What follows belongs to an exercise in optimizing a design on an open flow for small area; a production flow would make more cautious choices.
Only simulation tests tie the RTL to the original design; equivalence was not proved.
Power is estimated from default activity; no workload was simulated.

==> flow/design.v <==
`timescale 1ns/1ps
`default_nettype none
module byte_fifo #(
  parameter int FIFO_DEPTH = 16
) (
  input  logic                               PHY_CLKOUT,
  input  logic                               RESET_IN,
  input  logic                               push_i,       
  input  logic [7:0]                         push_data_i,
  input  logic                               pop_i,        
  output logic [7:0]                         pop_data_o,
  output logic                               full_o,
  output logic                               empty_o,
  output logic [$clog2(FIFO_DEPTH + 1)-1:0]  lvl_o
);
  localparam int AW = $clog2(FIFO_DEPTH);
  logic [7:0] mem [FIFO_DEPTH];
  assign empty_o    = lvl_o[AW];
  assign full_o     = (lvl_o == (AW+1)'(FIFO_DEPTH - 1));
  assign pop_data_o = mem[lvl_o[AW-1:0]];
  always_ff @(posedge PHY_CLKOUT) begin
    if (push_i) begin
      mem[0] <= push_data_i;
      for (int i = 1; i < FIFO_DEPTH; i++) mem[i] <= mem[i-1];
    end
  end
  always_ff @(posedge PHY_CLKOUT) begin
    if (RESET_IN) begin
      lvl_o <= '1;
    end else if (push_i & ~pop_i) begin
      lvl_o <= lvl_o + 1'b1;
    end else if (pop_i & ~push_i) begin
      lvl_o <= lvl_o - 1'b1;
    end
  end
endmodule
`default_nettype wire
`timescale 1ns/1ps
`default_nettype none
module uart_channel #(
  parameter int CLKS_PER_BIT = 520,
  parameter int FIFO_DEPTH   = 16
) (
  input  logic         PHY_CLKOUT,
  input  logic         RESET_IN,
  input  logic         port_rx_valid,               
  input  logic [7:0]   port_rx_data,
  output logic         port_full,                   
  output logic         port_up_empty,               
  output logic [$clog2(FIFO_DEPTH + 1)-1:0] port_up_lvl,  
  input  logic         port_tx_pop,                 
  output logic [7:0]   port_tx_data,                
  output logic         uart_txd_o,
  input  logic         uart_rxd_i
);
  localparam logic [9:0] LD_BIT  = 10'h24e;
  localparam logic [9:0] LD_HALF = 10'h1bc;
  function automatic logic [9:0] lfsr_step(input logic [9:0] s);
    lfsr_step = {s[8:0], s[9] ^ s[6]};
  endfunction
  logic         down_empty;
  logic         down_pop;
  logic [7:0]   down_data;
  logic [4:0]   down_lvl;
  logic         tx_busy;
  logic [9:0]   tx_shift;                           
  logic [9:0]   tx_tmr;
  logic         tx_tick;
  byte_fifo #(.FIFO_DEPTH(FIFO_DEPTH)) down_fifo_inst (
    .PHY_CLKOUT  (PHY_CLKOUT),
    .RESET_IN    (RESET_IN),
    .push_i      (port_rx_valid & ~port_full),
    .push_data_i (port_rx_data),
    .pop_i       (down_pop),
    .pop_data_o  (down_data),
    .full_o      (port_full),
    .empty_o     (down_empty),
    .lvl_o       (down_lvl)
  );
  assign down_pop   = ~tx_busy & ~down_empty;
  assign tx_tick    = tx_busy & (&tx_tmr);
  assign uart_txd_o = tx_shift[0];
  always_ff @(posedge PHY_CLKOUT) begin
    tx_tmr <= (down_pop | tx_tick) ? LD_BIT : lfsr_step(tx_tmr);
  end
  always_ff @(posedge PHY_CLKOUT) begin
    if (RESET_IN) begin
      tx_busy     <= 1'b0;
      tx_shift[0] <= 1'b1;
    end else if (down_pop) begin
      tx_busy     <= 1'b1;
      tx_shift[0] <= 1'b0;
    end else if (tx_tick) begin
      if (tx_shift[9:1] == '0) begin
        tx_busy   <= 1'b0;                          
      end else begin
        tx_shift[0] <= tx_shift[1];
      end
    end
  end
  always_ff @(posedge PHY_CLKOUT) begin
    if (down_pop) begin
      tx_shift[9:1] <= {1'b1, down_data};
    end else if (tx_tick) begin
      tx_shift[9:1] <= {1'b0, tx_shift[9:2]};
    end
  end
  logic         rxd_meta;
  logic         rxd_sync;
  logic         rx_active;
  logic         rx_start;                           
  logic         rx_done;                            
  logic [9:0]   rx_tmr;
  logic         rx_tick;
  logic [8:0]   rx_shift;                           
  logic         up_full;
  always_ff @(posedge PHY_CLKOUT) begin
    if (RESET_IN) begin
      rxd_meta <= 1'b1;
      rxd_sync <= 1'b1;
    end else begin
      rxd_meta <= uart_rxd_i;
      rxd_sync <= rxd_meta;
    end
  end
  assign rx_tick = rx_active & (&rx_tmr);
  always_ff @(posedge PHY_CLKOUT) begin
    if (!rx_active) rx_tmr <= LD_HALF;
    else if (rx_tick) rx_tmr <= LD_BIT;
    else rx_tmr <= lfsr_step(rx_tmr);
  end
  always_ff @(posedge PHY_CLKOUT) begin
    if (RESET_IN) begin
      rx_active <= 1'b0;
      rx_done   <= 1'b0;
    end else begin
      rx_done <= 1'b0;
      if (!rx_active) begin
        if (!rxd_sync) rx_active <= 1'b1;
      end else if (rx_tick) begin
        if (rx_start ? rxd_sync : rx_shift[0]) begin
          rx_active <= 1'b0;                        
          rx_done   <= ~rx_start & rxd_sync;        
        end
      end
    end
  end
  always_ff @(posedge PHY_CLKOUT) begin
    if (!rx_active) begin
      rx_start <= 1'b1;
    end else if (rx_tick) begin
      rx_start <= 1'b0;
    end
  end
  always_ff @(posedge PHY_CLKOUT) begin
    if (rx_active & rx_tick & rx_start) begin
      rx_shift <= 9'h100;
    end else if (rx_active & rx_tick & ~rx_shift[0]) begin
      rx_shift <= {rxd_sync, rx_shift[8:1]};        
    end
  end
  byte_fifo #(.FIFO_DEPTH(FIFO_DEPTH)) up_fifo_inst (
    .PHY_CLKOUT  (PHY_CLKOUT),
    .RESET_IN    (RESET_IN),
    .push_i      (rx_done & ~up_full),              
    .push_data_i (rx_shift[8:1]),
    .pop_i       (port_tx_pop),
    .pop_data_o  (port_tx_data),
    .full_o      (up_full),
    .empty_o     (port_up_empty),
    .lvl_o       (port_up_lvl)
  );
endmodule
`default_nettype wire
`timescale 1ns/1ps
`default_nettype none
module gpio_endpoint (
  input  logic                 PHY_CLKOUT,
  input  logic                 RESET_IN,
  input  logic                 byte_valid_i,
  input  logic [7:0]           byte_data_i,
  input  logic                 byte_last_i,
  output logic [9:0]           parallel_o
);
  logic [7:0] prev_byte;                            
  always_ff @(posedge PHY_CLKOUT) begin
    if (RESET_IN) begin
      prev_byte  <= '0;
      parallel_o <= '0;
    end else if (byte_valid_i) begin
      if (byte_last_i) begin
        parallel_o <= {byte_data_i[1:0], prev_byte};
        prev_byte  <= '0;                           
      end else begin
        prev_byte <= byte_data_i;
      end
    end
  end
endmodule
`default_nettype wire
`timescale 1ns/1ps
`default_nettype none
module usb_ep_arbiter #(
  parameter int MAX_PKT_BYTES = 8,
  parameter int CNT_W         = 5                   
) (
  input  logic                 PHY_CLKOUT,
  input  logic                 RESET_IN,
  input  logic                 usb_rx_valid_i,
  input  logic [7:0]           usb_rx_data_i,
  input  logic [3:0]           usb_rx_endpt_i,
  input  logic                 usb_rx_last_i,
  output logic                 usb_rx_ready_o,
  output logic                 usb_tx_valid_o,
  output logic [7:0]           usb_tx_data_o,
  output logic [3:0]           usb_tx_endpt_o,
  output logic                 usb_tx_last_o,
  input  logic                 usb_tx_pop_i,
  output logic [2:0]           uart_rx_valid_o,
  output logic [7:0]           uart_rx_data_o,
  input  logic [2:0]           uart_full_i,
  input  logic [2:0]           uart_up_empty_i,
  input  logic [3*CNT_W-1:0]   uart_up_lvl_i,       
  output logic [2:0]           uart_tx_pop_o,
  input  logic [23:0]          uart_tx_data_i,
  output logic                 gpio_valid_o,
  output logic [7:0]           gpio_data_o,
  output logic                 gpio_last_o
);
  localparam int LW = $clog2(MAX_PKT_BYTES);       
  logic [2:0]       uart_hit;
  logic             tx_active;
  logic [1:0]       grant_idx;                      
  logic [1:0]       rr_ptr;
  logic [LW-1:0]    remaining;                      
  logic             pick_found;
  logic [1:0]       pick_idx;
  logic [CNT_W-1:0] pick_lvl;
  logic [LW-1:0]    pick_len;
  assign uart_rx_data_o = usb_rx_data_i;
  for (genvar g = 0; g < 3; g++) begin : g_port
    assign uart_hit[g]        = (usb_rx_endpt_i == 4'(5 + g));
    assign uart_rx_valid_o[g] = usb_rx_valid_i & uart_hit[g];
    assign uart_tx_pop_o[g]   = usb_tx_pop_i & tx_active & (grant_idx == 2'(g));
  end
  assign usb_rx_ready_o = ~|(uart_hit & uart_full_i);
  assign gpio_valid_o = usb_rx_valid_i & (usb_rx_endpt_i == 4'h8);
  assign gpio_data_o  = usb_rx_data_i;
  assign gpio_last_o  = usb_rx_last_i;
  assign rr_ptr = (grant_idx == 2'd2) ? 2'd0 : grant_idx + 1'b1;
  always_comb begin
    logic [2:0] has;
    has = ~uart_up_empty_i;
    pick_found = |has;
    case (rr_ptr)
      2'd1:    pick_idx = has[1] ? 2'd1 : has[2] ? 2'd2 : 2'd0;
      2'd2:    pick_idx = has[2] ? 2'd2 : has[0] ? 2'd0 : 2'd1;
      default: pick_idx = has[0] ? 2'd0 : has[1] ? 2'd1 : 2'd2;
    endcase
    case (pick_idx)
      2'd1:    pick_lvl = uart_up_lvl_i[CNT_W +: CNT_W];
      2'd2:    pick_lvl = uart_up_lvl_i[2*CNT_W +: CNT_W];
      default: pick_lvl = uart_up_lvl_i[0 +: CNT_W];
    endcase
    pick_len = (pick_lvl >= CNT_W'(MAX_PKT_BYTES - 1)) ? LW'(MAX_PKT_BYTES - 1) : pick_lvl[LW-1:0];
  end
  always_ff @(posedge PHY_CLKOUT) begin
    if (RESET_IN) begin
      tx_active <= 1'b0;
      grant_idx <= 2'd2;
    end else if (!tx_active) begin
      if (pick_found) begin
        tx_active <= 1'b1;
        grant_idx <= pick_idx;
      end
    end else if (usb_tx_pop_i) begin
      if (remaining == '0) begin
        tx_active <= 1'b0;                          
      end
    end
  end
  always_ff @(posedge PHY_CLKOUT) begin
    if (!tx_active) begin
      remaining <= pick_len;                        
    end else if (usb_tx_pop_i) begin
      remaining <= remaining - 1'b1;
    end
  end
  assign usb_tx_valid_o = tx_active;
  assign usb_tx_data_o  = (grant_idx == 2'd0) ? uart_tx_data_i[7:0] :
                          (grant_idx == 2'd1) ? uart_tx_data_i[15:8] : uart_tx_data_i[23:16];
  assign usb_tx_endpt_o = {2'b01, grant_idx != 2'd0, grant_idx != 2'd1};
  assign usb_tx_last_o  = (remaining == '0);
endmodule
`default_nettype wire
`timescale 1ns/1ps
`default_nettype none
module usb_bridge_top #(
  parameter int CLKS_PER_BIT  = 520,                
  parameter int FIFO_DEPTH    = 16,
  parameter int MAX_PKT_BYTES = 8
) (
  input  logic                                PHY_CLKOUT,
  input  logic                                RESET_IN,
  input  logic                                usb_rx_valid_i,
  input  logic [7:0]                          usb_rx_data_i,
  input  logic [3:0]                          usb_rx_endpt_i,
  input  logic                                usb_rx_last_i,
  output logic                                usb_rx_ready_o,
  output logic                                usb_tx_valid_o,
  output logic [7:0]                          usb_tx_data_o,
  output logic [3:0]                          usb_tx_endpt_o,
  output logic                                usb_tx_last_o,
  input  logic                                usb_tx_pop_i,
  output logic [2:0]                          usb_uart_txd_o,
  input  logic [2:0]                          usb_uart_rxd_i,
  output logic [9:0]                          usb_parallel_o
);
  localparam int NUM_UART = 3;
  localparam int CNT_W    = $clog2(FIFO_DEPTH + 1);
  logic                 gpio_valid;
  logic [7:0]           gpio_data;
  logic                 gpio_last;
  logic [NUM_UART-1:0]       port_rx_valid;
  logic [7:0]                port_rx_data;
  logic [NUM_UART-1:0]       port_full;
  logic [NUM_UART-1:0]       port_up_empty;
  logic [NUM_UART*CNT_W-1:0] port_up_lvl;
  logic [NUM_UART-1:0]       port_tx_pop;
  logic [NUM_UART*8-1:0]     port_tx_data;
  usb_ep_arbiter #(
    .MAX_PKT_BYTES (MAX_PKT_BYTES),
    .CNT_W         (CNT_W)
  ) usb_ep_arbiter_inst (
    .PHY_CLKOUT      (PHY_CLKOUT),
    .RESET_IN        (RESET_IN),
    .usb_rx_valid_i  (usb_rx_valid_i),
    .usb_rx_data_i   (usb_rx_data_i),
    .usb_rx_endpt_i  (usb_rx_endpt_i),
    .usb_rx_last_i   (usb_rx_last_i),
    .usb_rx_ready_o  (usb_rx_ready_o),
    .usb_tx_valid_o  (usb_tx_valid_o),
    .usb_tx_data_o   (usb_tx_data_o),
    .usb_tx_endpt_o  (usb_tx_endpt_o),
    .usb_tx_last_o   (usb_tx_last_o),
    .usb_tx_pop_i    (usb_tx_pop_i),
    .uart_rx_valid_o (port_rx_valid),
    .uart_rx_data_o  (port_rx_data),
    .uart_full_i     (port_full),
    .uart_up_empty_i (port_up_empty),
    .uart_up_lvl_i   (port_up_lvl),
    .uart_tx_pop_o   (port_tx_pop),
    .uart_tx_data_i  (port_tx_data),
    .gpio_valid_o    (gpio_valid),
    .gpio_data_o     (gpio_data),
    .gpio_last_o     (gpio_last)
  );
  gpio_endpoint gpio_endpoint_inst (
    .PHY_CLKOUT   (PHY_CLKOUT),
    .RESET_IN     (RESET_IN),
    .byte_valid_i (gpio_valid),
    .byte_data_i  (gpio_data),
    .byte_last_i  (gpio_last),
    .parallel_o   (usb_parallel_o)
  );
  for (genvar g = 0; g < NUM_UART; g++) begin : g_uart
    uart_channel #(
      .CLKS_PER_BIT (CLKS_PER_BIT),
      .FIFO_DEPTH   (FIFO_DEPTH)
    ) uart_channel_inst (
      .PHY_CLKOUT    (PHY_CLKOUT),
      .RESET_IN      (RESET_IN),
      .port_rx_valid (port_rx_valid[g]),
      .port_rx_data  (port_rx_data),
      .port_full     (port_full[g]),
      .port_up_empty (port_up_empty[g]),
      .port_up_lvl   (port_up_lvl[g*CNT_W +: CNT_W]),
      .port_tx_pop   (port_tx_pop[g]),
      .port_tx_data  (port_tx_data[g*8 +: 8]),
      .uart_txd_o    (usb_uart_txd_o[g]),
      .uart_rxd_i    (usb_uart_rxd_i[g])
    );
  end
endmodule
`default_nettype wire
==> flow/run.sh <==
#!/bin/bash
# synth_recipe.tcl (not shown) runs the flow's synth.tcl, then flattens the netlist and writes it again
# the make line also repeats each setting of config.mk as NAME=value (left out here)
make -C /OpenROAD-flow-scripts/flow DESIGN_CONFIG=/design/flow/config.mk WORK_HOME=/design/flow/orfs CLKGATE_MAP_FILE= SYNTH_SCRIPT=/design/flow/synth_recipe.tcl finish
==> flow/config.mk <==
export PLATFORM = sky130hd
export DESIGN_NAME = usb_bridge_top
export DESIGN_NICKNAME = usb_bridge_top
export VERILOG_FILES = /design/flow/design.v
export SDC_FILE = /design/flow/constraint.sdc
export NUM_CORES = 4
export LEC_CHECK = 0
export ABC_AREA = 1
export CAP_MARGIN = 20
export CORE_MARGIN = 2
export CORE_UTILIZATION = 40
export SLEW_MARGIN = 20
==> flow/constraint.sdc <==
create_clock -name core_clock -period 10.0 [get_ports {PHY_CLKOUT}]
set_input_delay 2.0000 -clock core_clock [delete_from_list [all_inputs] [get_ports {PHY_CLKOUT}]]
set_output_delay 2.0000 -clock core_clock [all_outputs]
set_load 0.01 [all_outputs]
==> flow_summary.ini, run 1 <==
[route]
ant_nets = 0
drc = 0
drt-initial-drc-count = 2343
drt_wl_total_mm = 83.62
met3_wirelength_mm = 5.202
wl_met1_mm = 39.24
top_layer = met4
viasPerCell = 5.002
wl_per_cell_um = 17.62
vias = 23740
met2_length_mm = 37.06
dr.pass1.iters = 6

[grt]
antenna_found_initial = 0
grt_max_degree = 95
grt_pass1_wl_mm = 131.0
overflow = 0
first_global_vias = 22730
grtUsageTotal = 0.1751

[clock_tree]
root_buffer = clkbuf_16
cts_tree = done
clock_latency_ns = 0.67
clock-sinks = 957
h-tree-depth = 3
cts.clk_slew.worst_paths_ns = 0.06
cts-hold-fix-buffers = 0
ctsLongestPathBuffers = 3
tritoncts.num_buffers = 100
cts_resized = 0
cts_setup_buffers = 0

[yosys]
syn_area_per_cell_um2 = 11.40
synth_edf_count = 795
synth_top_area_share = 0.6366
yosys-top-cells-count = nand2_1, edfxtp_1, nor2_1
synth-seq-cells = 957
synth_warnings = 5
synth_flop_cell = edfxtp_1
synth_area_leader_cell = edfxtp_1
async_flop_share = 0
seq_area_frac_synth = 0.7231
ys_types = 40
synthesis.area_mm2 = 0.03750
synth.most_common_cell = nand2_1
synth_area_leaders = edfxtp_1, nand2_1, dfxtp_1
syn_inst = 3289
syn_nets = 3343

[die]
initial_core_util = 0.4030
rows = 112
dieArea_mm2 = 0.09621
die_x_um = 310.2
ioPinCount = 48
coreArea_mm2 = 0.09305
dieHeight_um = 310.2

[power_and_ir_drop]
p_leak_nw = 16.06
powerDensity_mw_per_mm2 = 193.6
ir_worst_vdd_mv = 0.1384

[worst_setup_path]
critPathKind = in2out
startpoint_type = input port
arrival_ns = 3.63
required_ns = 8.00
path_max_fanout = 3
end_kind = primary output

[cells_and_area]
nets = 3460
instances_no_fill = 4745
final_area_mm2 = 0.04282
drive_gt1_frac = 0.06732
diodes = 0
syn2layout_area_growth_pct = 14.19

[placed_design]
port-buffer-count = 45
pre_cts_ws_ns = 4.366
placed_area_mm2 = 0.03951
gp_congestion = 0.8090
placed_cells = 4558
dp_hpwl_mm = 52.71

[outcome]
status = finished clean

[sta]
max_freq_mhz = 177.7
rsz0062_at_grt = no
finalHoldViolCount = 0
period_needed_ns = 5.626
fin_setup_tns_ns = 0
setup_viol = 0
skew_ns = 0.01752
timing.final.crit_share = 0.5626
fin_ws_ns = 4.374
slew_headroom = 0.1980
report.final.slew_viol_count = 0
worstMarginPinSlew_ns = 1.199

[job]
cap_viol_max_count = 0

[worst_hold_path]
min_path_type = reg2reg
## final timing paths
check,from,endpoint,slack (ns),cells past startpoint
hold / removal,g_uart[0].uart_channel_inst.rxd_meta,g_uart[0].uart_channel_inst.rxd_sync,0.42,1
setup reg to reg,register,register,5.96,15
hold reg to reg,g_uart[0].uart_channel_inst.rxd_meta,g_uart[0].uart_channel_inst.rxd_sync,0.42,1
setup / recovery,usb_rx_endpt_i[2],usb_rx_ready_o,4.37,7
## state kept, by name, indices dropped and copies added, names as in the netlist, 10 cells and up
name and flops:
g_uart.uart_channel_inst.down_fifo_inst.lvl_o 15, g_uart.uart_channel_inst.rx_tmr 30, gpio_endpoint_inst.parallel_o 10, g_uart.uart_channel_inst.up_fifo_inst.lvl_o 15, g_uart.uart_channel_inst.up_fifo_inst.mem 384, g_uart.uart_channel_inst.tx_shift 30
g_uart.uart_channel_inst.down_fifo_inst.mem 384, g_uart.uart_channel_inst.rx_shift 27, g_uart.uart_channel_inst.tx_tmr 30
## area by class of cell
type,count,area (um2)
well taps,1254,1569
clock buffers,127,2749
fillers,8537,50230
repair buffers,65,619.3
clock inverters,60,551.8
inverters,201,754.5
flip-flops and latches,957,27120
multi-input cells,2081,9462
## placed cells by master, fill, tap and decap left out, types with 5 or more instances in the layout
master,netlist,layout
dfxtp_1,162,162
o2bb2ai_1,8,8
clkbuf_8,0,6
o21ai_1,12,12
clkdlybuf4s50_1,0,44
nor3b_1,17,17
nand3_1,217,217
fa_1,6,6
clkbuf_1,19,17
ha_1,28,28
clkinv_2,0,21
nor2_2,17,17
or2_2,27,27
nor2_1,333,331
edfxtp_1,795,795
bufinv_16,0,9
nand2_1,1058,1058
a21oi_1,72,72
a211oi_1,8,6
buf_4,6,18
xor2_1,7,7
nand3b_1,8,8
o21ai_0,104,104
inv_1,186,186
clkinv_1,5,24
o21bai_1,11,11
inv_2,10,10
clkbuf_16,0,104
nor4_1,9,9
a22o_1,5,5
nor3_1,32,32
nand4_1,65,65
o211ai_1,10,10
## logic make-up (layout without fill, tap and decap cells)
kind of cell               after synthesis  in the layout  share of synthesized area
xor gates and xnor gates                11             11                   0.002569
AOI/OAI and AO/OA                      248            248                    0.03737
DFF                                    957            957                     0.7231
and+or+nand+nor                       1786           1786                     0.1977
buffers and inverters                  251            453                    0.02656
adders and majority gates               34             34                    0.01255
other                                    2              2                  0.0002003
## stage by stage
| step | hold slack [ns] | power (W) | util |
|---|---|---|---|
| finish | 0.4199 | 0.008289 | 0.4602 |
| global route | 0.4317 | 0.008578 | 0.4602 |
| CTS | 0.4272 | 0.008395 | 0.4601 |
| detailed placement | 0.4072 | 0.004661 | 0.4246 |
| global placement | 0.4011 | 0.004657 | 0.4243 |
| floorplan | 0.3895 | 0.004597 | - |
## critical path, stage by stage
cell	delay (ns)
clkdlybuf4s50_1	0.45
inv_1	0.05
nor2_1	0.14
nand3_1	0.16
nor4_1	0.26
nor3_1	0.08
clkdlybuf4s50_1	0.49
## report_power, final
group          switching [W]  internal, W  leakage, nW
Clock                0.00154      0.00218         1.62
Sequential         0.0000385      0.00436         8.27
Combinational       0.000115    0.0000658         6.17
## routing by layer
metal / up-vias / track usage
met1: 11330 / 0.2559
met3: 144 / 0.03010
met4: 0 / 0.05224
li1: 11560 / -
met2: 707 / 0.2681
met5: - / 0
==> inputs of run 2 (changes only) <==
--- a/flow/config.mk
+++ b/flow/config.mk
@@ -10,3 +10,5 @@
 export CORE_MARGIN = 2
 export CORE_UTILIZATION = 40
+export CTS_BUF_LIST = sky130_fd_sc_hd__clkbuf_8
+export CTS_CLUSTER_SIZE = 20
 export SLEW_MARGIN = 20
==> run 2 against run 1 <==
  * Largest cell class unchanged
  * Highest routed layer unchanged
  * Cell area shrank 0.22%
  * Worst hold slack lost 0.0025 ns
  * Power shrank 3.4%
  * Register-to-register slack gained 0.06 ns
  * Flip-flop and latch count is the same
  * Global-route usage grew 0.35 points
  * Clock skew grew 0.022 ns
  * Critical path type is now reg2out
==> flow_summary.ini, run 2 <==
[outcome]
status = finished clean

[grt]
grtUsageTotal = 0.1787
first_global_vias = 23430
overflow = 0
grt_pass1_wl_mm = 132.6
antenna_found_initial = 1
grt_max_degree = 95

[worst_setup_path]
ff2ff_setup_slack_ns = 6.02
critPathKind = reg2out
critPathCapture = usb_tx_data_o[0]
path_max_fanout = 9
end_kind = primary output
required_ns = 8.00
reg2regPathDepth = 15
arrival_ns = 3.68
startpoint_type = register

[sta]
timing.final.crit_share = 0.5677
period_needed_ns = 5.677
finalHoldViolCount = 0
fin_setup_tns_ns = 0
slew_headroom = 0.1876
max_freq_mhz = 176.1
setup_viol = 0
report.final.slew_viol_count = 0
worstMarginPinSlew_ns = 1.214
skew_ns = 0.03987
rsz0062_at_grt = no
fin_ws_ns = 4.323

[power_and_ir_drop]
p_leak_nw = 16.27
design_power_total_w = 0.008006
p_seq_frac = 0.549
switching_share = 0.2224
ir_worst_vdd_mv = 0.1141
clockPowerShare = 0.428
p_int_w = 0.006226
power_switching_w = 0.001780
combPwrFrac = 0.022
powerDensity_mw_per_mm2 = 187.4

[route]
wl_per_cell_um = 17.45
ant_nets = 0
drc = 0
dr.pass1.iters = 6
vias = 24140
viasPerCell = 4.964
drt-initial-drc-count = 2330
drt_wl_total_mm = 84.84

[yosys]
seq_area_frac_synth = 0.7231
synthAdderAreaFrac = 0.01255
synth_compound_area_frac = 0.03737
synth_warnings = 5
async_flop_share = 0
syn_inst = 3289
synth_flop_cell = edfxtp_1
syn_area_per_cell_um2 = 11.40
synth.most_common_cell = nand2_1
synth_top_family_by_area = simple AND/OR/NAND/NOR gates
synth_area_leader_cell = edfxtp_1
synth_edf_count = 795
synth-seq-cells = 957
synthMuxAreaShare = 0
synth_top_area_share = 0.6366
ys_types = 40
synth_area_leaders = edfxtp_1, nand2_1, dfxtp_1
yosys-top-cells-count = nand2_1, edfxtp_1, nor2_1
synth-xor-area-share = 0.002569
synthesis.area_mm2 = 0.03750
syn_nets = 3343
yosys.area_share.simple = 0.1977

[cells_and_area]
drive_gt1_frac = 0.08509
layout_commonest_cell = nand2_1
instances_no_fill = 4863
final_cell_mix = nand2_1, edfxtp_1, nor2_1
nets = 3522
n_fill_cell = 8612
top_regs = g_uart.uart_channel_inst.down_fifo_inst.mem (384), g_uart.uart_channel_inst.up_fifo_inst.mem (384)
syn2layout_area_growth_pct = 13.94

[clock_tree]
cts_resized = 0
cts-hold-fix-buffers = 0
h-tree-depth = 4
clock-sinks = 957
cts_tree = done
cts_setup_buffers = 0
root_buffer = clkbuf_8
tritoncts.num_buffers = 162
cts.clk_slew.worst_paths_ns = 0.07
ctsLongestPathBuffers = 3
clock_latency_ns = 0.83

[placed_design]
placed_cells = 4558
port-buffer-count = 45
dp_hpwl_mm = 52.71
gp_congestion = 0.8090
pre_cts_ws_ns = 4.366

[worst_hold_path]
min_path_type = reg2reg
min_path_cells = 0

[job]
cap_viol_max_count = 0

[die]
coreArea_mm2 = 0.09305
dieArea_mm2 = 0.09621
initial_core_util = 0.4030
ioPinCount = 48
die_x_um = 310.2
dieHeight_um = 310.2
rows = 112
==> run 2: cell types whose count changed in the layout (fill, tap and decap cells not counted), sizes merged <==
cell	delta
inv	+56
clkbuf	+53
clkinv	+10
bufinv	-4
clkinvlp	+2
diode	+1
==> run 2: how the worst min path moves through the flow <==
stage	startpoint	to	slack (ns)
4_1_cts	g_uart[2].uart_channel_inst.up_fifo_inst.mem[2][2]	g_uart[2].uart_channel_inst.up_fifo_inst.mem[3][2]	0.42
2_1_floorplan	g_uart[0].uart_channel_inst.rxd_meta	g_uart[0].uart_channel_inst.rxd_sync	0.39
3_5_place_dp	g_uart[0].uart_channel_inst.rxd_meta	g_uart[0].uart_channel_inst.rxd_sync	0.41
6_report	g_uart[2].uart_channel_inst.up_fifo_inst.mem[2][5]	g_uart[2].uart_channel_inst.up_fifo_inst.mem[3][5]	0.42
3_3_place_gp	g_uart[0].uart_channel_inst.rxd_meta	g_uart[0].uart_channel_inst.rxd_sync	0.40
5_1_grt	g_uart[0].uart_channel_inst.rxd_meta	g_uart[0].uart_channel_inst.rxd_sync	0.43
==> run 2: layout make-up <==
type	instances	area (um2)	share of cell area
antenna	1	2.502	0.00005857
clock buffer	180	2477	0.05798
clock inverter	124	725.7	0.01698
inverter	201	754.5	0.01766
multi-input combinational	2081	9462	0.2214
sequential	957	27120	0.6346
tap	1254	1569	0.03672
timing repair buffer	65	619.3	0.01450
==> run 2: kinds of logic after synthesis <==
kind of cell	Yosys count
buffers and inverters	251
flip-flops	957
XOR/XNOR	11
AO/OA/AOI/OAI	248
adder cells (fa/ha/maj)	34
other	2
AND/OR/NAND/NOR	1786
==> run 2: through the flow <==
stage                     utilization  cell area, um2  hold slack, ns
final                          0.4592           42730          0.4174
after global routing           0.4592           42730          0.4310
after CTS                      0.4590           42710          0.4212
after detailed placement       0.4246           39510          0.4072
after global placement         0.4243           39480          0.4011
after floorplan                     -           37510          0.3895
==> run 2: worst max-delay path, cell delays in order, from the launching register on <==
cell             delay (ns)
dfxtp_1                0.46
nand2_1                0.16
nor2_1                 0.93
nand2_1                0.12
nand4_1                0.14
nor2_1                 0.06
nand3_1                0.06
nand3_1                0.18
nand2_1                0.19
clkdlybuf4s50_1        0.55
==> run 2: power by group through the flow <==
stage / clock network (W) / registers, W / logic, W
2_1_floorplan: 0 / 0.00447 / 0.000126
6_report: 0.00343 / 0.00440 / 0.000180
5_1_grt: 0.00370 / 0.00440 / 0.000208
3_3_place_gp: 0 / 0.00448 / 0.000180
4_1_cts: 0.00354 / 0.00440 / 0.000183
3_5_place_dp: 0 / 0.00448 / 0.000182
==> run 2: metal layers <==
layer  global-route usage  vias to the layer above  wire [um]
met5                    0                        -          0
met2               0.2719                      765      37870
li1                     -                    11720          -
met3              0.03378                      154       5387
met1               0.2555                    11500      39560
met4              0.06539                        0       2025
==> inputs of run 3 (changes only) <==
--- a/flow/config.mk
+++ b/flow/config.mk
@@ -10,5 +10,6 @@
 export CORE_MARGIN = 2
 export CORE_UTILIZATION = 40
-export CTS_BUF_LIST = sky130_fd_sc_hd__clkbuf_8
-export CTS_CLUSTER_SIZE = 20
+export CTS_BUF_LIST = sky130_fd_sc_hd__clkbuf_4 sky130_fd_sc_hd__clkbuf_8
+export CTS_CLUSTER_DIAMETER = 100
+export CTS_CLUSTER_SIZE = 16
 export SLEW_MARGIN = 20
==> run 3 against run 2 <==
  * Still clean
  * Clock power fell by 39%
  * Area after synthesis did not move
  * Wire length decreased by 2.4%
  * Global-route usage decreased by 0.58 points
  * First-iteration DRC count is 4.1% higher
  * Critical path type is now in2out
==> flow_summary.ini, run 3 <==
[yosys]
syn_nets = 3343
synth_warnings = 5
synth_flop_cell = edfxtp_1
ys_types = 40
async_flop_share = 0
synthMuxAreaShare = 0
yosys.area_share.simple = 0.1977
synthesis.area_mm2 = 0.03750
synth-seq-cells = 957
synthAdderAreaFrac = 0.01255
synth_edf_count = 795
synth_top_family_by_area = simple AND/OR/NAND/NOR gates
synth_top_area_share = 0.6366
synth_compound_area_frac = 0.03737
seq_area_frac_synth = 0.7231
synth-xor-area-share = 0.002569
synth_area_leader_cell = edfxtp_1
syn_inst = 3289
yosys-top-cells-count = nand2_1, edfxtp_1, nor2_1
synth_area_leaders = edfxtp_1, nand2_1, dfxtp_1
synth.most_common_cell = nand2_1
syn_area_per_cell_um2 = 11.40

[placed_design]
dp_hpwl_mm = 52.71
gp_congestion = 0.8090
placed_area_mm2 = 0.03951
port-buffer-count = 45
pre_cts_ws_ns = 4.366

[sta]
period_needed_ns = 5.633
fin_ws_ns = 4.367
max_freq_mhz = 177.5
timing.final.crit_share = 0.5633
rsz0062_at_grt = no
fin_setup_tns_ns = 0
skew_ns = 0.03640
finalHoldViolCount = 0
setup_viol = 0
worstMarginPinSlew_ns = 1.150
slew_headroom = 0.2304
report.final.slew_viol_count = 0

[outcome]
status = finished clean

[worst_setup_path]
required_ns = 8.00
cpMaxStageDelayCell = clkdlybuf4s50_1
cp_slowest_stage_delay_ns = 0.49
critPathBufInv = 3
critPathKind = in2out
crit_top_cell = clkdlybuf4s50_1
cp_top_family = buffers and inverters
crit_path_cell_trace = clkdlybuf4s50_1, inv_1, nor2_1, nand3_1, nor4_1, nor3_1, clkdlybuf4s50_1
path_max_fanout = 3
end_kind = primary output
startpoint_type = input port
arrival_ns = 3.63

[cells_and_area]
syn2layout_area_growth_pct = 9.032
top_regs = g_uart.uart_channel_inst.down_fifo_inst.mem (384), g_uart.uart_channel_inst.up_fifo_inst.mem (384)
n_fill_cell = 8719
nets = 3429
final_cell_mix = nand2_1, edfxtp_1, nor2_1
drive_gt1_frac = 0.06011
seq_area_mm2 = 0.02712
layout_commonest_cell = nand2_1
final_area_mm2 = 0.04089
multi_input_area_mm2 = 0.009462

[route]
drt-initial-drc-count = 2426
top_layer = met4
ant_nets = 0
viasPerCell = 4.997
vias = 23400
drc = 0
met2_length_mm = 37.04
wl_per_cell_um = 17.70
dr.pass1.iters = 8
drt_wl_total_mm = 82.85
met3_wirelength_mm = 4.368
wl_met1_mm = 39.38

[grt]
first_global_vias = 22350
antenna_found_initial = 1
grt_pass1_wl_mm = 129.2
grtUsageTotal = 0.1728
grt_max_degree = 95
overflow = 0

[power_and_ir_drop]
p_leak_nw = 15.16
ir_worst_vdd_mv = 0.1251
powerDensity_mw_per_mm2 = 162.9

[clock_tree]
h-tree-depth = 3
cts.clk_slew.worst_paths_ns = 0.09
clock-sinks = 957
tritoncts.num_buffers = 69
ctsLongestPathBuffers = 3
cts-hold-fix-buffers = 0
cts_resized = 0
clock_latency_ns = 0.73
cts_tree = done
cts_setup_buffers = 0
root_buffer = clkbuf_8

[die]
dieHeight_um = 310.2
initial_core_util = 0.4030
rows = 112
dieArea_mm2 = 0.09621
die_x_um = 310.2
coreArea_mm2 = 0.09305
ioPinCount = 48

[job]
cap_viol_max_count = 0

[worst_hold_path]
min_path_type = reg2reg
run 3: cell counts after synthesis:
No cell type changed its count.
run 3: logic make-up after synthesis:
family / after synthesis
AO/OA/AOI/OAI: 248
XOR/XNOR: 11
adder cells (fa/ha/maj): 34
buffers and inverters: 251
flip-flops: 957
other: 2
AND/OR/NAND/NOR: 1786
run 3: power breakdown:
part / switching [W] / internal, W
registers: 0.0000386 / 0.00435
clock network: 0.00125 / 0.000841
logic: 0.000114 / 0.0000658
run 3: worst reg2reg max path, stage by stage, from the launching register on:
cell,delay [ns]
dfxtp_1,0.48
nand2_1,0.16
nor2_1,0.70
nand2_1,0.38
nand2_1,0.22
nor2_4,0.04
buf_4,0.30
ha_1,0.43
inv_1,0.18
ha_1,0.32
a21oi_1,0.16
o21bai_1,0.10
a21oi_1,0.16
o21ai_0,0.10
nand2_1,0.06
nand3_1,0.06
run 3: cell type report:
| class | instances | share of cell area |
|---|---|---|
| Antenna cell | 1 | 0.00006120 |
| Tap cell | 1254 | 0.03837 |
| Multi-Input combinational cell | 2081 | 0.2314 |
| Inverter | 201 | 0.01845 |
| Sequential cell | 957 | 0.6632 |
| Timing Repair Buffer | 65 | 0.01515 |
| Clock inverter | 6 | 0.001010 |
| Clock buffer | 117 | 0.03235 |
run 3: per-stage QoR:
stage / power (W) / util / hold slack, ns / cells
global route: 0.006911 / 0.4394 / 0.4420 / 4682
global placement: 0.004657 / 0.4243 / 0.4011 / 4557
detailed placement: 0.004661 / 0.4246 / 0.4072 / 4558
finish: 0.006659 / 0.4394 / 0.4280 / 4682
CTS: 0.006747 / 0.4393 / 0.4277 / 4681
floorplan: 0.004597 / - / 0.3895 / 3289
run 3: final timing paths:
kind | startpoint | slack, ns | end | depth (start not counted)
worst max-delay path | usb_rx_endpt_i[2] | 4.37 | usb_rx_ready_o | 7
worst min-delay path | g_uart[0].uart_channel_inst.rxd_meta | 0.43 | g_uart[0].uart_channel_inst.rxd_sync | 1
worst max register to register | register | 6.02 | register | 15
worst min register to register | g_uart[0].uart_channel_inst.rxd_meta | 0.43 | g_uart[0].uart_channel_inst.rxd_sync | 1
run 3: per-layer routing:
metal	up-vias	GRT usage
met5	-	0
met4	0	0.05101
met1	11220	0.2548
met2	637	0.2661
met3	119	0.02445
li1	11420	-
==> inputs of run 4 (changes only) <==
==> flow/config.mk (replaced) <==
export PLATFORM = sky130hd
export DESIGN_NAME = usb_bridge_top
export DESIGN_NICKNAME = usb_bridge_top
export VERILOG_FILES = /design/flow/design.v
export SDC_FILE = /design/flow/constraint.sdc
export NUM_CORES = 4
export LEC_CHECK = 0
export CAP_MARGIN = 20
export CORE_MARGIN = 2
export CORE_UTILIZATION = 40
export SLEW_MARGIN = 20
==> run 4 against run 3 <==
  * Clock skew down 0.0027 ns
  * Global-route usage down 0.23 points
  * Area after synthesis up 2.4%
  * Power up 24%
  * Setup slack worse by 0.26 ns
  * Largest cell class unchanged
==> flow_summary.ini, run 4 <==
[yosys]
synth_warnings = 5
synthesis.area_mm2 = 0.03839
synth.most_common_cell = edfxtp_1
synth_flop_cell = edfxtp_1
synthAdderAreaFrac = 0.01226
syn_area_per_cell_um2 = 14.26
syn_inst = 2692
async_flop_share = 0
synthMuxAreaShare = 0.04563
yosys-top-cells-count = edfxtp_1, nand2_1, dfxtp_1
synth_compound_area_frac = 0.1135
synth-seq-cells = 957
synth_edf_count = 795
synth_area_leaders = edfxtp_1, dfxtp_1, mux2i_1
yosys.area_share.simple = 0.08726
syn_nets = 2746
synth_area_leader_cell = edfxtp_1
synth_top_family_by_area = compound AO/OA/AOI/OAI gates
synth-xor-area-share = 0.007073
seq_area_frac_synth = 0.7064
ys_types = 84
synth_top_area_share = 0.6219

[sta]
setup_viol = 0
skew_ns = 0.03373
fin_ws_ns = 4.103
slew_headroom = 0.3151
max_freq_mhz = 169.6
fin_setup_tns_ns = 0
rsz0062_at_grt = no
worstMarginPinSlew_ns = 1.027
period_needed_ns = 5.897
report.final.slew_viol_count = 0
finalHoldViolCount = 0
timing.final.crit_share = 0.5897

[cells_and_area]
top_regs = g_uart.uart_channel_inst.down_fifo_inst.mem (384), g_uart.uart_channel_inst.up_fifo_inst.mem (384)
final_cell_mix = edfxtp_1, nand2_1, o21ai_0, dfxtp_1, a21oi_1
final_area_mm2 = 0.04313
utilization = 0.4540
nets = 2770
layout_commonest_cell = edfxtp_1
drive_gt1_frac = 0.1015
syn2layout_area_growth_pct = 12.36

[grt]
antenna_found_initial = 2
grtUsageTotal = 0.1705
overflow = 0
first_global_vias = 22520
grt_pass1_wl_mm = 132.7
grt_max_degree = 94

[clock_tree]
clock-sinks = 957
clock_latency_ns = 0.67
cts_tree = done
ctsLongestPathBuffers = 3
cts.clk_slew.worst_paths_ns = 0.06
cts_resized = 0
cts-hold-fix-buffers = 0
root_buffer = clkbuf_16
tritoncts.num_buffers = 101
h-tree-depth = 3
cts_setup_buffers = 0

[worst_setup_path]
cp_slowest_stage_delay_ns = 0.75
end_kind = primary output
required_ns = 8.00
critPathKind = reg2out
critPathBufInv = 2
cpMaxStageDelayCell = nor2b_1
crit_path_cell_trace = buf_4, nor2b_1, a221oi_1, a21oi_1, a211o_1, clkdlybuf4s50_1
cp_top_family = compound AO/OA/AOI/OAI gates
path_max_fanout = 28
startpoint_type = register
arrival_ns = 3.90

[route]
drc = 0
wl_per_cell_um = 21.12
dr.pass1.iters = 6
vias = 22900
viasPerCell = 5.632
ant_nets = 0
drt-initial-drc-count = 2361
drt_wl_total_mm = 85.85

[power_and_ir_drop]
powerDensity_mw_per_mm2 = 191.2
ir_worst_vdd_mv = 0.1192
p_leak_nw = 15.25

[die]
die_x_um = 313.8
rows = 113
initial_core_util = 0.4040
dieHeight_um = 313.8
ioPinCount = 48
dieArea_mm2 = 0.09846
coreArea_mm2 = 0.09501

[placed_design]
dp_hpwl_mm = 53.86
placed_area_mm2 = 0.03988
pre_cts_ws_ns = 4.218
port-buffer-count = 45
gp_congestion = 0.8136

[job]
cap_viol_max_count = 0

[worst_hold_path]
min_path_type = reg2reg

[outcome]
status = finished clean
==> run 4: cell count changes after synthesis, moves of 48 or more <==
cell | previous run | this run
nand4_1 | 65 | 17
mux2i_1 | 0 | 88
nor2_1 | 333 | 125
nand2b_1 | 0 | 55
o21ai_0 | 104 | 159
nand2_1 | 1058 | 172
a21oi_1 | 72 | 127
nor2b_1 | 0 | 51
nand3_1 | 217 | 61
a22oi_1 | 0 | 65
inv_1 | 186 | 61
==> run 4: power breakdown <==
group	leakage [nW]	switching [W]	internal (W)
Clock	1.61	0.00155	0.00212
Sequential	9.09	0.0000506	0.00436
Combinational	4.56	0.0000966	0.0000790
==> run 4: path summary, 6_finish.rpt <==
path                                        start                                    to  slack, ns  cells after the start
max                                      register                      usb_tx_data_o[7]       4.10                      6
min          g_uart[1].uart_channel_inst.rxd_meta  g_uart[1].uart_channel_inst.rxd_sync       0.41                      1
max reg2reg                              register                              register       5.83                     13
min reg2reg  g_uart[1].uart_channel_inst.rxd_meta  g_uart[1].uart_channel_inst.rxd_sync       0.41                      1
==> run 4: cells by family (layout without fill, tap and decap cells) <==
logic type,after synthesis,after routing
flip-flops,957,957
AO/OA/AOI/OAI,649,649
buffers and inverters,220,327
other,2,3
multiplexers,146,146
adder cells (fa/ha/maj),34,34
XOR/XNOR,31,31
AND/OR/NAND/NOR,653,653
==> run 4: routing by layer <==
metal	up-vias	track usage	wire length (um)
met4	0	0.05274	2072
met5	-	0	0
met2	857	0.2613	39430
met1	11490	0.2476	38290
met3	135	0.03015	6050
li1	10410	-	-
==> run 4: metrics by stage <==
stage | hold slack, ns | cells | power [W]
floorplan | 0.3895 | 2692 | 0.004600
global placement | 0.3943 | 3878 | 0.004652
detailed placement | 0.4021 | 3878 | 0.004667
CTS | 0.4167 | 4064 | 0.008336
global route | 0.4219 | 4065 | 0.008510
finish | 0.4080 | 4065 | 0.008248
==> run 4: worst reg2reg max path, cell delays in order (launching register included) <==
cell	delay [ns]
dfxtp_1	0.30
buf_4	0.47
nand2_1	0.36
nor3_1	0.63
nor3_4	0.04
buf_4	0.34
ha_1	0.34
inv_1	0.14
ha_1	0.29
a21o_1	0.20
a21oi_1	0.18
xnor2_1	0.11
o21ai_0	0.18
or3b_2	0.46
==> run 4: final cells by class <==
type | instances | area (um2)
clock buffer | 141 | 2885
antenna | 1 | 2.502
multi-input combinational | 1515 | 10240
fill | 8397 | 51880
sequential | 957 | 27120
timing repair buffer | 80 | 714.4
clock inverter | 45 | 356.6
tap | 1265 | 1583
inverter | 61 | 229.0
==> inputs of run 5 (changes only) <==
==> flow/flow/run.sh (new file) <==
#!/bin/bash
# Standard ORFS layout, with two changes: an area-oriented ABC mapping script for the
# combinational logic (flip-flop mapping is untouched), and buf_1 as the port buffer.
set -euo pipefail
work=$PWD
cp -r "$FLOW_HOME/scripts" "$work/myscripts"
cp "$work/flow/abc_area.script" "$work/myscripts/abc_area.script"
export BUFFER_PORTS_ARGS="-buffer_cell sky130_fd_sc_hd__buf_1"
bash standard.sh SCRIPTS_DIR="$work/myscripts" ABC_AREA=1 finish > "$work/standard.log" 2>&1
==> flow/flow/abc_area.script (new file) <==
strash
&get -n
&fraig -x
&put
dc2
strash
&get -n
&dch -f
&nf -R 1000
&put
==> flow/standard.sh (new file) <==
#!/bin/bash
# synth_recipe.tcl (not shown) runs the flow's synth.tcl, then flattens the netlist and writes it again
# the make line also repeats each setting of config.mk as NAME=value (left out here)
make -C /OpenROAD-flow-scripts/flow DESIGN_CONFIG=/design/flow/config.mk WORK_HOME=/design/flow/orfs CLKGATE_MAP_FILE= SYNTH_SCRIPT=/design/flow/synth_recipe.tcl "${@:-finish}"
--- a/flow/config.mk
+++ b/flow/config.mk
@@ -6,6 +6,10 @@
 export NUM_CORES = 4
 export LEC_CHECK = 0
+export ABC_AREA = 1
 export CAP_MARGIN = 20
 export CORE_MARGIN = 2
 export CORE_UTILIZATION = 40
+export CTS_BUF_LIST = sky130_fd_sc_hd__clkbuf_2 sky130_fd_sc_hd__clkbuf_4 sky130_fd_sc_hd__clkbuf_8
+export CTS_CLUSTER_DIAMETER = 60
+export CTS_CLUSTER_SIZE = 10
 export SLEW_MARGIN = 20
removed: flow/run.sh
==> run 5 against run 4 <==
  * Still clean
  * Cell area shrank 9.5%
  * First-iteration DRC count grew 33%
  * Combinational power shrank 26%
  * Critical path depth grew 3
  * Fmax grew 4.9%
  * Register-to-register slack gained 0.04 ns
  * Global-route usage grew 0.83 points
  * Count of clock-buffer cells in the layout grew 51
  * Critical path type unchanged
  * Critical endpoint is now usb_tx_data_o[2]
  * Largest cell class unchanged
==> flow_summary.ini, run 5 <==
[power_and_ir_drop]
p_leak_nw = 12.46
powerDensity_mw_per_mm2 = 188.7
ir_worst_vdd_mv = 0.1077

[placed_design]
port-buffer-count = 45
gp_congestion = 0.8383
dp_hpwl_mm = 50.10

[yosys]
synth-seq-cells = 957
syn_nets = 2186
synth_flop_cell = edfxtp_1
seq_area_frac_synth = 0.7832
yosys-top-cells-count = edfxtp_1, nor2_1, dfxtp_1
async_flop_share = 0
syn_inst = 2132
synth.most_common_cell = edfxtp_1
synth_warnings = 5
ys_types = 43
synth_edf_count = 795
synthesis.area_mm2 = 0.03462
synth_area_leaders = edfxtp_1, dfxtp_1, a222oi_1
synth_area_leader_cell = edfxtp_1
synth_top_area_share = 0.6896
syn_area_per_cell_um2 = 16.24

[sta]
fin_hold_ws_ns = 0.4099
rsz0062_at_grt = no
timing.final.crit_share = 0.5621
worstMarginPinSlew_ns = 1.095
slew_headroom = 0.2658
finalHoldViolCount = 0
fin_setup_tns_ns = 0
report.final.slew_viol_count = 0
max_freq_mhz = 177.9
setup_viol = 0
skew_ns = 0.06722
period_needed_ns = 5.621

[cells_and_area]
top_regs = g_uart.uart_channel_inst.down_fifo_inst.mem (384), g_uart.uart_channel_inst.up_fifo_inst.mem (384)
nets = 2388
final_cell_mix = edfxtp_1, nor2_1, dfxtp_1
syn2layout_area_growth_pct = 12.70
layout_commonest_cell = edfxtp_1
drive_gt1_frac = 0.1129
n_fill_cell = 7458

[clock_tree]
clock_latency_ns = 0.76
tritoncts.num_buffers = 107
root_buffer = clkbuf_8
clock-sinks = 957
h-tree-depth = 3
cts.clk_slew.worst_paths_ns = 0.08
ctsLongestPathBuffers = 3
cts-hold-fix-buffers = 0
cts_tree = done
cts_resized = 0
cts_setup_buffers = 0

[route]
ant_nets = 0
drt-initial-drc-count = 3147
wl_per_cell_um = 22.84
drc = 0
dr.pass1.iters = 8
vias = 20940
viasPerCell = 5.858
drt_wl_total_mm = 81.63

[die]
initial_core_util = 0.4053
coreArea_mm2 = 0.08541
die_x_um = 298.2
ioPinCount = 48
rows = 107
dieHeight_um = 298.2
dieArea_mm2 = 0.08892

[worst_setup_path]
cp_slowest_stage_delay_ns = 0.77
cpMaxStageDelayCell = nor2_1
required_ns = 8.00
ff2ff_setup_slack_ns = 5.87
path_max_fanout = 12
startpoint_type = register
crit_path_cell_trace = nand2_1, nor2_1, a222oi_1, nand4_1, a221oi_1, nand3_1, o21ai_0, a32oi_1, buf_1
arrival_ns = 3.62
critPathKind = reg2out
end_kind = primary output

[worst_hold_path]
min_path_type = reg2reg

[outcome]
status = finished clean

[grt]
antenna_found_initial = 3
grtUsageTotal = 0.1789
met2_usage = 0.2753
met3_usage = 0.03931
grt_use_met1 = 0.2515
grt_pass1_wl_mm = 124.3
grt_max_degree = 99
first_global_vias = 20650
overflow = 0
grt-busiest-layer = met2

[job]
cap_viol_max_count = 0
-- run 5: cell types whose count changed in the layout (fill, tap and decap cells not counted), moves of 84 or more --
| cell | previous run | this run |
|---|---|---|
| clkbuf_16 | 105 | 0 |
| a222oi_1 | 9 | 138 |
| clkbuf_4 | 0 | 85 |
| mux2i_1 | 88 | 4 |
| o21ai_0 | 159 | 67 |
| clkbuf_8 | 12 | 107 |
-- run 5: report_power, final --
group          internal, W  switching (W)  total (W)
Combinational    0.0000565      0.0000736   0.000130
Clock              0.00142        0.00141    0.00282
Sequential         0.00435      0.0000547    0.00441
Total              0.00583        0.00153    0.00736
-- run 5: area by class of cell --
type / instances / area (um2) / share of cell area
tap: 1144 / 1431 / 0.03669
timing repair buffer: 98 / 575.6 / 0.01475
inverter: 36 / 135.1 / 0.003463
clock buffer: 192 / 2111 / 0.05410
multi-input combinational: 1134 / 7432 / 0.1905
antenna: 2 / 5.005 / 0.0001283
clock inverter: 11 / 211.5 / 0.005419
sequential: 957 / 27120 / 0.6950
-- run 5: path summary, 6_finish.rpt --
path,cells after the start,end,from
max,9,usb_tx_data_o[2],register
min,2,g_uart[2].uart_channel_inst.rx_tmr[8],g_uart[2].uart_channel_inst.rx_tmr[7]
max reg2reg,14,register,register
min reg2reg,2,g_uart[2].uart_channel_inst.rx_tmr[8],g_uart[2].uart_channel_inst.rx_tmr[7]
-- run 5: cell families (layout without fill, tap and decap cells) --
family | Yosys count | after routing | share of synthesized area
simple gates | 540 | 540 | 0.07492
compound gates | 537 | 537 | 0.1174
fa+ha+maj | 34 | 34 | 0.01359
buf+inv | 41 | 337 | 0.004987
mux | 7 | 7 | 0.002132
flops | 957 | 957 | 0.7832
other cells | 2 | 4 | 0.0002169
xor+xnor | 14 | 14 | 0.003542
-- run 5: critical path, delay by kind of cell, from the launching register on --
kind	cells	cell delay, ns
AO/OA/AOI/OAI	4	0.72
buffers and inverters	1	0.19
AND/OR/NAND/NOR	4	1.42
flip-flops	1	0.59
-- run 5: through the flow --
| stage | power [W] | utilization | setup slack [ns] | cells | area (um2) |
|---|---|---|---|---|---|
| global route | 0.007618 | 0.4568 | 4.201 | 3574 | 39020 |
| global placement | 0.004618 | 0.4293 | 4.994 | 3369 | 36670 |
| floorplan | 0.004571 | - | 0.1999 | 2132 | 34630 |
| detailed placement | 0.004626 | 0.4293 | 5.034 | 3369 | 36670 |
| CTS | 0.007438 | 0.4565 | 4.420 | 3572 | 38990 |
| finish | 0.007361 | 0.4568 | 4.379 | 3574 | 39020 |
-- run 5: per-layer routing --
metal / part of all wire / vias up
met1: 0.43 / 10450
met5: 0 / -
met2: 0.46 / 1061
li1: - / 9247
met4: 0.027 / 0
met3: 0.090 / 179
==> inputs of run 6 (changes only) <==
--- a/flow/config.mk
+++ b/flow/config.mk
@@ -10,6 +10,6 @@
 export CORE_MARGIN = 2
 export CORE_UTILIZATION = 40
-export CTS_BUF_LIST = sky130_fd_sc_hd__clkbuf_2 sky130_fd_sc_hd__clkbuf_4 sky130_fd_sc_hd__clkbuf_8
-export CTS_CLUSTER_DIAMETER = 60
-export CTS_CLUSTER_SIZE = 10
+export CTS_BUF_LIST = sky130_fd_sc_hd__clkbuf_4 sky130_fd_sc_hd__clkbuf_8
+export CTS_CLUSTER_DIAMETER = 80
+export CTS_CLUSTER_SIZE = 12
 export SLEW_MARGIN = 20
==> run 6 against run 5 <==
  * Die area did not move
  * Sequential power barely moved
  * Non-clock buffer count did not move
  * Synthesized cell count did not move
  * Sequential share of layout area rose by 0.89 points
  * Critical path depth did not move
  * Power fell by 5.6%
  * Cell count fell by 1.1%
  * Utilization fell by 0.58 points
  * Cell area fell by 1.3%
  * Global-route usage fell by 0.14 points
  * Largest cell class unchanged
==> flow_summary.ini, run 6 <==
[outcome]
status = finished clean

[sta]
worstMarginPinSlew_ns = 1.129
setup_viol = 0
rsz0062_at_grt = no
skew_ns = 0.09400
period_needed_ns = 5.684
fin_hold_ws_ns = 0.4214
fin_setup_tns_ns = 0
max_freq_mhz = 175.9
timing.final.crit_share = 0.5684
slew_headroom = 0.2430
finalHoldViolCount = 0
report.final.slew_viol_count = 0

[worst_setup_path]
startpoint_type = register
path_max_fanout = 12
path_depth = 9
cp_top_family = simple AND/OR/NAND/NOR gates
crit_path_cell_trace = nand2_1, nor2_1, a222oi_1, nand4_1, a221oi_1, nand3_1, o21ai_0, a32oi_1, buf_1
critPathKind = reg2out
required_ns = 8.00
end_kind = primary output
cpMaxStageDelayCell = nor2_1
cp_slowest_stage_delay_ns = 0.72
critPathBufInv = 1
arrival_ns = 3.68
reg2regPathDepth = 14

[yosys]
synth_area_leader_cell = edfxtp_1
async_flop_share = 0
synth-seq-cells = 957
ys_types = 43
seq_area_frac_synth = 0.7832
synth_warnings = 5
synth_flop_cell = edfxtp_1
synthesis.area_mm2 = 0.03462
syn_area_per_cell_um2 = 16.24
syn_nets = 2186
yosys-top-cells-count = edfxtp_1, nor2_1, dfxtp_1
synth_area_leaders = edfxtp_1, dfxtp_1, a222oi_1
synth_edf_count = 795
synth.most_common_cell = edfxtp_1
synth_top_area_share = 0.6896
syn_inst = 2132

[clock_tree]
cts.clk_slew.worst_paths_ns = 0.08
h-tree-depth = 3
clock_latency_ns = 0.73
cts_tree = done
cts_resized = 0
cts-hold-fix-buffers = 0
tritoncts.num_buffers = 90
cts_setup_buffers = 0
clock-sinks = 957
ctsLongestPathBuffers = 3
root_buffer = clkbuf_8

[grt]
grt-busiest-layer = met2
overflow = 0
antenna_found_initial = 3
first_global_vias = 20510
grt_use_met1 = 0.2491
met3_usage = 0.03901
met2_usage = 0.2727
grt_max_degree = 99
grtUsageTotal = 0.1775
grt_pass1_wl_mm = 123.2

[route]
viasPerCell = 5.882
drt_wl_total_mm = 80.96
wl_per_cell_um = 22.91
dr.pass1.iters = 9
drt-initial-drc-count = 2925
drc = 0
vias = 20790
ant_nets = 0

[placed_design]
gp_congestion = 0.8383
dp_hpwl_mm = 50.10
placed_area_mm2 = 0.03667
port-buffer-count = 45

[cells_and_area]
multi_input_area_mm2 = 0.007432
final_area_mm2 = 0.03853
drive_gt1_frac = 0.09795
syn2layout_area_growth_pct = 11.28
seq_area_mm2 = 0.02712
nets = 2371
final_cell_mix = edfxtp_1, nor2_1, dfxtp_1
n_fill_cell = 7469
layout_commonest_cell = edfxtp_1
top_regs = g_uart.uart_channel_inst.down_fifo_inst.mem (384), g_uart.uart_channel_inst.up_fifo_inst.mem (384)

[worst_hold_path]
min_path_type = reg2reg
min_path_cells = 0

[power_and_ir_drop]
powerDensity_mw_per_mm2 = 180.4
clockPowerShare = 0.347
ir_worst_vdd_mv = 0.1153
p_seq_frac = 0.634
p_leak_nw = 12.20
switching_share = 0.2069
combPwrFrac = 0.019
p_int_w = 0.005512
power_switching_w = 0.001438
design_power_total_w = 0.006951

[die]
dieHeight_um = 298.2
ioPinCount = 48
rows = 107
die_x_um = 298.2
coreArea_mm2 = 0.08541
dieArea_mm2 = 0.08892
initial_core_util = 0.4053

[job]
cap_viol_max_count = 0
-- run 6: changes by cell type in the layout (fill, tap and decap cells not counted), sizes merged --
cell      change
clkinvlp      -1
clkbuf       -37
diode         -1
bufinv        -3
inv           -1
clkinv        +3
-- run 6: kinds of logic after synthesis --
logic type                 synth area share
AOI/OAI and AO/OA                    0.1174
xor gates and xnor gates           0.003542
adders and majority gates           0.01359
buffers and inverters              0.004987
DFF                                  0.7832
muxes                              0.002132
other                             0.0002169
and+or+nand+nor                     0.07492
-- run 6: layer usage --
layer / routed length [um] / up-vias / part of all wire
li1: - / 9190 / -
met1: 34130 / 10340 / 0.42
met2: 37180 / 1112 / 0.46
met3: 7525 / 147 / 0.093
met4: 2109 / 2 / 0.026
met5: 13 / - / 0.00016
-- run 6: final timing paths --
path,to,start,slack [ns]
max,usb_tx_data_o[2],register,4.32
min,g_uart[1].uart_channel_inst.up_fifo_inst.mem[5][1],g_uart[1].uart_channel_inst.up_fifo_inst.mem[4][1],0.42
max reg2reg,register,register,5.86
min reg2reg,g_uart[1].uart_channel_inst.up_fifo_inst.mem[5][1],g_uart[1].uart_channel_inst.up_fifo_inst.mem[4][1],0.42
-- run 6: worst reg2reg max path: stages, from the launching register on --
cell      delay, ns
dfxtp_1        0.60
nand2_1        0.21
nor2_1         0.87
clkinv_1       0.22
o21ai_0        0.36
nor3_4         0.05
buf_4          0.32
ha_1           0.34
clkinv_1       0.11
ha_1           0.27
a21o_1         0.19
a21oi_1        0.17
o21ai_0        0.12
a21oi_1        0.14
o21ai_0        0.09
-- run 6: power groups by stage --
stage | logic, W | clock network, W | registers, W
floorplan | 0.0000907 | 0 | 0.00448
global placement | 0.000125 | 0 | 0.00449
detailed placement | 0.000131 | 0 | 0.00449
CTS | 0.000131 | 0.00250 | 0.00441
global route | 0.000147 | 0.00264 | 0.00442
finish | 0.000130 | 0.00241 | 0.00441
-- run 6: metrics by stage --
stage / std cells / setup WS [ns] / util
finish: 3534 / 4.316 / 0.4510
detailed placement: 3369 / 5.034 / 0.4293
global route: 3534 / 4.159 / 0.4510
CTS: 3533 / 4.404 / 0.4508
global placement: 3369 / 4.994 / 0.4293
floorplan: 2132 / 0.1999 / -
-- run 6: cell type report --
type,instances,area share
tap,1144,0.03715
multi-input combinational,1134,0.1929
sequential,957,0.7038
inverter,36,0.003508
timing repair buffer,98,0.01494
clock buffer,155,0.04498
clock inverter,9,0.002598
antenna,1,0.00006495
==> inputs of run 7 (changes only) <==
--- a/flow/design.v
+++ b/flow/design.v
@@ -12,5 +12,6 @@
   output logic                               full_o,
   output logic                               empty_o,
-  output logic [$clog2(FIFO_DEPTH + 1)-1:0]  lvl_o
+  output logic [$clog2(FIFO_DEPTH + 1)-1:0]  lvl_o,
+  output logic [8*FIFO_DEPTH-1:0]            mem_o         
 );
   localparam int AW = $clog2(FIFO_DEPTH);
@@ -19,4 +20,7 @@
   assign full_o     = (lvl_o == (AW+1)'(FIFO_DEPTH - 1));
   assign pop_data_o = mem[lvl_o[AW-1:0]];
+  for (genvar i = 0; i < FIFO_DEPTH; i++) begin : g_mem_o
+    assign mem_o[8*i +: 8] = mem[i];
+  end
   always_ff @(posedge PHY_CLKOUT) begin
     if (push_i) begin
@@ -50,5 +54,5 @@
   output logic [$clog2(FIFO_DEPTH + 1)-1:0] port_up_lvl,  
   input  logic         port_tx_pop,                 
-  output logic [7:0]   port_tx_data,                
+  output logic [8*FIFO_DEPTH-1:0] port_up_mem,      
   output logic         uart_txd_o,
   input  logic         uart_rxd_i
@@ -76,5 +80,6 @@
     .full_o      (port_full),
     .empty_o     (down_empty),
-    .lvl_o       (down_lvl)
+    .lvl_o       (down_lvl),
+    .mem_o       ()
   );
   assign down_pop   = ~tx_busy & ~down_empty;
@@ -166,8 +171,9 @@
     .push_data_i (rx_shift[8:1]),
     .pop_i       (port_tx_pop),
-    .pop_data_o  (port_tx_data),
+    .pop_data_o  (),
     .full_o      (up_full),
     .empty_o     (port_up_empty),
-    .lvl_o       (port_up_lvl)
+    .lvl_o       (port_up_lvl),
+    .mem_o       (port_up_mem)
   );
 endmodule
@@ -223,5 +229,5 @@
   input  logic [3*CNT_W-1:0]   uart_up_lvl_i,       
   output logic [2:0]           uart_tx_pop_o,
-  input  logic [23:0]          uart_tx_data_i,
+  input  logic [3*128-1:0]     uart_up_mem_i,       
   output logic                 gpio_valid_o,
   output logic [7:0]           gpio_data_o,
@@ -288,6 +294,11 @@
   end
   assign usb_tx_valid_o = tx_active;
-  assign usb_tx_data_o  = (grant_idx == 2'd0) ? uart_tx_data_i[7:0] :
-                          (grant_idx == 2'd1) ? uart_tx_data_i[15:8] : uart_tx_data_i[23:16];
+  always_comb begin
+    usb_tx_data_o = '0;
+    for (int k = 0; k < 3; k++)
+      for (int i = 0; i < 16; i++)
+        if (grant_idx == 2'(k) && uart_up_lvl_i[k*CNT_W +: 4] == 4'(i))
+          usb_tx_data_o = usb_tx_data_o | uart_up_mem_i[k*128 + 8*i +: 8];
+  end
   assign usb_tx_endpt_o = {2'b01, grant_idx != 2'd0, grant_idx != 2'd1};
   assign usb_tx_last_o  = (remaining == '0);
@@ -328,5 +339,5 @@
   logic [NUM_UART*CNT_W-1:0] port_up_lvl;
   logic [NUM_UART-1:0]       port_tx_pop;
-  logic [NUM_UART*8-1:0]     port_tx_data;
+  logic [NUM_UART*128-1:0]   port_up_mem;
   usb_ep_arbiter #(
     .MAX_PKT_BYTES (MAX_PKT_BYTES),
@@ -351,5 +362,5 @@
     .uart_up_lvl_i   (port_up_lvl),
     .uart_tx_pop_o   (port_tx_pop),
-    .uart_tx_data_i  (port_tx_data),
+    .uart_up_mem_i   (port_up_mem),
     .gpio_valid_o    (gpio_valid),
     .gpio_data_o     (gpio_data),
@@ -377,5 +388,5 @@
       .port_up_lvl   (port_up_lvl[g*CNT_W +: CNT_W]),
       .port_tx_pop   (port_tx_pop[g]),
-      .port_tx_data  (port_tx_data[g*8 +: 8]),
+      .port_up_mem   (port_up_mem[g*128 +: 128]),
       .uart_txd_o    (usb_uart_txd_o[g]),
       .uart_rxd_i    (usb_uart_rxd_i[g])
--- a/flow/config.mk
+++ b/flow/config.mk
@@ -9,5 +9,5 @@
 export CAP_MARGIN = 20
 export CORE_MARGIN = 2
-export CORE_UTILIZATION = 40
+export CORE_UTILIZATION = 60
 export CTS_BUF_LIST = sky130_fd_sc_hd__clkbuf_4 sky130_fd_sc_hd__clkbuf_8
 export CTS_CLUSTER_DIAMETER = 80
==> run 7 against run 6 <==
  * Flip-flop and latch count unchanged
  * Combinational power about the same
  * Die area decreased by 33%
  * Critical path type unchanged
  * Critical endpoint is now usb_tx_data_o[5]
==> flow_summary.ini, run 7 <==
[outcome]
status = finished clean

[sta]
skew_ns = 0.03520
timing.final.crit_share = 0.5743
fin_ws_ns = 4.257
setup_viol = 0
max_freq_mhz = 174.1
slew_headroom = 0.2419
fin_hold_ws_ns = 0.3884
period_needed_ns = 5.743
fin_setup_tns_ns = 0
finalHoldViolCount = 0
report.final.slew_viol_count = 0
worstMarginPinSlew_ns = 1.133
rsz0062_at_grt = no

[yosys]
syn_area_per_cell_um2 = 16.26
synth_edf_count = 795
ys_types = 43
syn_nets = 2180
synth_area_leaders = edfxtp_1, dfxtp_1, a222oi_1
synth.most_common_cell = edfxtp_1
synthesis.area_mm2 = 0.03457
yosys-top-cells-count = edfxtp_1, nor2_1, dfxtp_1
seq_area_frac_synth = 0.7843
syn_inst = 2126
async_flop_share = 0
synth_warnings = 5
synth-seq-cells = 957
synth_flop_cell = edfxtp_1
synth_area_leader_cell = edfxtp_1
synth_top_area_share = 0.6905

[die]
die_x_um = 244.0
dieArea_mm2 = 0.05956
rows = 87
initial_core_util = 0.6096
dieHeight_um = 244.0
ioPinCount = 48
coreArea_mm2 = 0.05671

[worst_hold_path]
min-delay-start = g_uart[0].uart_channel_inst.rxd_meta
min_path_type = reg2reg

[clock_tree]
cts-hold-fix-buffers = 0
cts_tree = done
clock-sinks = 957
cts.clk_slew.worst_paths_ns = 0.09
cts_resized = 0
cts_setup_buffers = 0
tritoncts.num_buffers = 89
root_buffer = clkbuf_8
h-tree-depth = 3
ctsLongestPathBuffers = 3
clock_latency_ns = 0.71

[power_and_ir_drop]
powerDensity_mw_per_mm2 = 182.6
p_leak_nw = 12.24
design_power_total_w = 0.006929
ir_worst_vdd_mv = 0.1242

[cells_and_area]
syn2layout_area_growth_pct = 9.735
instances_no_fill = 3136
nets = 2360
multi_input_area_mm2 = 0.007371
final_cell_mix = edfxtp_1, nor2_1, dfxtp_1
n_fill_cell = 3958
seq_area_mm2 = 0.02712
top_regs = g_uart.uart_channel_inst.down_fifo_inst.mem (384), g_uart.uart_channel_inst.up_fifo_inst.mem (384)
layout_commonest_cell = edfxtp_1
drive_gt1_frac = 0.09832
diodes = 0

[placed_design]
gp_congestion = 0.9152
dp_hpwl_mm = 54.11
pre_cts_ws_ns = 4.931
placed_cells = 2970
port-buffer-count = 45

[job]
cap_viol_max_count = 0

[route]
drt-initial-drc-count = 3520
dr.pass1.iters = 7
ant_nets = 0
wl_per_cell_um = 26.78
drc = 0
drt_wl_total_mm = 83.97
vias = 20950
viasPerCell = 6.681

[grt]
antenna_found_initial = 1
grt_use_met1 = 0.3935
met3_usage = 0.05904
grtUsageTotal = 0.2809
met2_usage = 0.4320
grt-busiest-layer = met2
overflow = 0
grt_max_degree = 86
grt_pass1_wl_mm = 125.0
first_global_vias = 20020

[worst_setup_path]
critPathKind = reg2out
path_max_fanout = 9
arrival_ns = 3.74
end_kind = primary output
required_ns = 8.00
critPathBufInv = 2
startpoint_type = register
cpMaxStageDelayCell = a222oi_1
cp_slowest_stage_delay_ns = 0.53
cp_top_family = compound AO/OA/AOI/OAI gates
crit_path_cell_trace = nand3b_1, nor3_1, buf_4, a222oi_1, nand4_1, a221oi_1, nand4_1, a211oi_1, nand4_1, buf_1
crit_top_cell = nand4_1
## run 7: cell types whose count changed in the layout (fill, tap and decap cells not counted), moves of 4 or more
cell       change
a31oi_1        -4
o21ai_0       -13
nand4_1       +14
a2111oi_0      -4
nor2_1         +7
a22oi_1       -26
clkbuf_4       +6
nand2_1        +9
nor3_1         -8
nand3b_1       +4
nand3_1        -9
o22a_1         +4
a222oi_1      +11
## run 7: path summary, 6_finish.rpt
path / slack (ns) / to / depth (start not counted)
hold / removal: 0.39 / g_uart[0].uart_channel_inst.rxd_sync / 1
setup reg to reg: 6.28 / register / 14
hold reg to reg: 0.39 / g_uart[0].uart_channel_inst.rxd_sync / 1
setup / recovery: 4.26 / usb_tx_data_o[5] / 10
## run 7: through the flow
step	util	area [um2]
floorplan	-	34580
global placement	0.6366	36100
detailed placement	0.6366	36100
CTS	0.6685	37910
global route	0.6689	37940
finish	0.6689	37940
## run 7: final cells by class
cell class,count,share of cell area
multi-input combinational,1124,0.1943
tap,756,0.02493
sequential,957,0.7148
clock buffer,162,0.04723
clock inverter,3,0.0005607
timing repair buffer,94,0.01428
inverter,40,0.003958
## run 7: layer usage
metal / share of wire / wire, um
met1: 0.39 / 32760
met3: 0.10 / 8467
met2: 0.46 / 39050
met5: 0 / 0
met4: 0.044 / 3693
## run 7: kinds of logic (layout without fill, tap and decap cells)
kind of cell	count (synthesis)	in the layout	synth area share
compound gates	509	509	0.1135
xor+xnor	11	11	0.002787
fa+ha+maj	34	34	0.01361
buf+inv	45	299	0.005429
flops	957	957	0.7843
mux	5	5	0.001556
other cells	2	2	0.0002172
simple gates	563	563	0.07861
## run 7: power by group
part / switching (W) / internal, W / leakage [nW]
clock: 0.00128 / 0.00112 / 0.992
sequential: 0.0000544 / 0.00435 / 8.59
combinational: 0.0000724 / 0.0000570 / 2.65

Setup slack of run 7, layout unchanged: 4.257 ns with ideal ports, 4.200 ns with driving cells assumed (clock clkbuf_16, inputs buf_2), 4.900 ns with port delays also shifted by the 0.750 ns mid clock arrival.
